From an optimization exercise on the open Yosys and OpenROAD flow, aimed at a short achievable clock period and few clock cycles per item; shortcuts taken in it are not production practice.
The RTL was checked by simulation tests, not by an equivalence proof against the original design.
The flow treats the clock pin as an ideal source, which a real chip does not have.
Power is estimated from default activity; no workload was simulated.

run 1:
==> flow/design.v (excerpt) <==
module rijndael_sbox_seq #(
  parameter int          NBYTES    = 16,
  parameter logic [15:0] LFSR_SEED = 16'hACE1
) (
  input  logic                clk,
  input  logic                rst,
  input  logic                in_valid,
  output logic                in_ready,
  input  logic [8*NBYTES-1:0] din,
  input  logic [8*NBYTES-1:0] key,
  input  logic                mask_en,
  input  logic                seed_load,
  input  logic [15:0]         seed,
  output logic                out_valid,
  input  logic                out_ready,
  output logic [8*NBYTES-1:0] dout,
  output logic                busy
);
clock: 22.0 ns
lec_check: 0
cap_margin: 20
core_margin: 2
core_utilization: 50
slew_margin: 20
synth_hierarchical: 1
synth_minimum_keep_size: 0
standard.sh (not shown) runs the stock make flow with config.mk's settings and CLKGATE_MAP_FILE= SYNTH_SCRIPT=/design/flow/synth_recipe.tcl, a recipe that flattens the netlist after the stock synthesis.
==> flow/flow/run.sh <==
#!/bin/bash
# Own flow: the standard layout (standard.sh) with
#  - ORFS's timing repair asked for a larger setup margin, so that it keeps
#    improving paths that already meet the design's clock period, and run
#    again after CTS with rising margins (flow/post_cts.tcl);
#  - global routing told to leave more of met1 free (flow/fastroute.tcl);
#  - the platform's don't-use list extended with the weakest (_0) drive
#    strengths of a few logic cells, which the mapper picks but the timing
#    repair then fails to upsize. Only combinational cells are affected, so
#    synthesis gives the same registers (names and cell types).
# make's output goes to standard_make.log; each ORFS step logs under orfs/logs.
set -euo pipefail
MARGIN=16
PLATFORM_DONT_USE="sky130_fd_sc_hd__probe_p_8 sky130_fd_sc_hd__probec_p_8 sky130_fd_sc_hd__lpflow_bleeder_1 sky130_fd_sc_hd__lpflow_clkbufkapwr_1 sky130_fd_sc_hd__lpflow_clkbufkapwr_16 sky130_fd_sc_hd__lpflow_clkbufkapwr_2 sky130_fd_sc_hd__lpflow_clkbufkapwr_4 sky130_fd_sc_hd__lpflow_clkbufkapwr_8 sky130_fd_sc_hd__lpflow_clkinvkapwr_1 sky130_fd_sc_hd__lpflow_clkinvkapwr_16 sky130_fd_sc_hd__lpflow_clkinvkapwr_2 sky130_fd_sc_hd__lpflow_clkinvkapwr_4 sky130_fd_sc_hd__lpflow_clkinvkapwr_8 sky130_fd_sc_hd__lpflow_decapkapwr_12 sky130_fd_sc_hd__lpflow_decapkapwr_3 sky130_fd_sc_hd__lpflow_decapkapwr_4 sky130_fd_sc_hd__lpflow_decapkapwr_6 sky130_fd_sc_hd__lpflow_decapkapwr_8 sky130_fd_sc_hd__lpflow_inputiso0n_1 sky130_fd_sc_hd__lpflow_inputiso0p_1 sky130_fd_sc_hd__lpflow_inputiso1n_1 sky130_fd_sc_hd__lpflow_inputiso1p_1 sky130_fd_sc_hd__lpflow_inputisolatch_1 sky130_fd_sc_hd__lpflow_isobufsrc_1 sky130_fd_sc_hd__lpflow_isobufsrc_16 sky130_fd_sc_hd__lpflow_isobufsrc_2 sky130_fd_sc_hd__lpflow_isobufsrc_4 sky130_fd_sc_hd__lpflow_isobufsrc_8 sky130_fd_sc_hd__lpflow_isobufsrckapwr_16 sky130_fd_sc_hd__lpflow_lsbuf_lh_hl_isowell_tap_1 sky130_fd_sc_hd__lpflow_lsbuf_lh_hl_isowell_tap_2 sky130_fd_sc_hd__lpflow_lsbuf_lh_hl_isowell_tap_4 sky130_fd_sc_hd__lpflow_lsbuf_lh_isowell_4 sky130_fd_sc_hd__lpflow_lsbuf_lh_isowell_tap_1 sky130_fd_sc_hd__lpflow_lsbuf_lh_isowell_tap_2 sky130_fd_sc_hd__lpflow_lsbuf_lh_isowell_tap_4 "
EXTRA_DONT_USE="sky130_fd_sc_hd__a2111oi_0 sky130_fd_sc_hd__a21boi_0 sky130_fd_sc_hd__and2_0 sky130_fd_sc_hd__o21ai_0 sky130_fd_sc_hd__o311ai_0 sky130_fd_sc_hd__or2_0"
bash standard.sh SETUP_SLACK_MARGIN=$MARGIN FASTROUTE_TCL="$PWD/flow/fastroute.tcl" \
  POST_CTS_TCL="$PWD/flow/post_cts.tcl" DONT_USE_CELLS="$PLATFORM_DONT_USE $EXTRA_DONT_USE" \
  finish > standard_make.log 2>&1
Other scripts of this flow, unchanged in this note and not shown: flow/flow/fastroute.tcl, flow/flow/post_cts.tcl
Testbench counts of run 1, summed over its fixed seeds: cycles 392, blocks 384.
Modified inputs, run 2 compared to run 1
- CORE_UTILIZATION changed from 50 to 55
==> flow/flow/run.sh <==
#!/bin/bash
# Own flow: the standard layout (standard.sh, unchanged synthesis) with
#  - ORFS's timing repair asked for a larger setup margin, so that it keeps
#    improving paths that already meet the design's clock period, and run
#    again after CTS with rising margins (flow/post_cts.tcl);
#  - global routing told to leave more of met1 free (flow/fastroute.tcl).
# make's output goes to standard_make.log; each ORFS step logs under orfs/logs.
set -euo pipefail
MARGIN=16
bash standard.sh SETUP_SLACK_MARGIN=$MARGIN FASTROUTE_TCL="$PWD/flow/fastroute.tcl" \
  POST_CTS_TCL="$PWD/flow/post_cts.tcl" finish > standard_make.log 2>&1
### Flow results
- A cell with the largest stage delay on the worst path of a311oi_2 is what run 1 shows, while a2111oi_0 belongs to run 2.
- Looking at final-layout clock buffer total, run 2 sits 2 below run 1.
- Routability congestion estimate of run 2 exceeds that of run 1 slightly.
- Compared to run 1, run 2 has share of the cycle needed by the critical path after routing 0.15 points higher.
- Comparing run 1 against run 2, there is no change at all in number of pins exceeding their max-slew limit in the final report.
- Run 2 vs. run 1: length of routed met2 wiring rose by about 12%; total via count after detailed routing rose by 10295; count of plain and timing-repair buffers rose by 6.5%.
- Relative to run 1, the maximum vdd drop measured on run 2 has increased slightly.
- Between run 1 and run 2, the setup slack is higher for run 1.
- For area of the core region, dividing the value from run 2 by the value from run 1 gives 0.909.
- The final reports for run 2 and run 1 show number of global-route vias before repair higher in the former.
--- input diff run 2..run 3 ---
- swapping 55 for 50 in CORE_UTILIZATION
--- outcome ---
Compared to run 2, run 3 has clock share of power 1.3 points higher. On internal power contribution, run 3 tracks run 2 almost exactly. Measured against each other, run 2 and run 3 differ in arrival time of data at the critical path endpoint, the lower figure coming from run 3. Run 3 against run 2: fraction of area in non-clock buffers -0.59 points; number of cells on the worst hold path shows no meaningful change. Routability congestion estimate from global placement ended up 2.3% lower on run 3 than on run 2. Route | run 3 vs run 2 | wire shorter in run 3. Relative to run 2, cell depth of the worst setup path decreased by 3 in run 3. In the final reports, the cell area of run 3 is smaller than that of run 2.

afterwards: timing with drivers on the ports:
The results above use ideal ports. As a check the final layouts listed here were re-extracted and re-timed, cells and wires unchanged.
Step 1 assumes that a clkbuf_16 drives the clock port and a buf_2 every other input.
Step 2 moves the port delays by t, midway between the first and last clock arrival at a register: inputs arrive t later, outputs are due t later. That takes back most of the time a late clock gives input paths.
Three values: ideal ports, drivers, drivers and shift; two values: the first two.
| run | t, ns | slack for setup (ns) | slew at the worst register clock pin (ns) |
|---|---|---|---|
| run 1 | 0.870 | 16.026 / 16.094 / 15.224 | 0.06 / 0.06 |
| run 2 | 0.851 | 15.992 / 16.006 / 15.155 | 0.07 / 0.07 |
| run 3 | 0.877 | 16.114 / 15.988 / 15.111 | 0.07 / 0.07 |
After both steps every run listed still meets setup and hold. The setup slack of run 3, which loses most, moves by -0.126 ns with the drivers and by -1.003 ns with both steps.
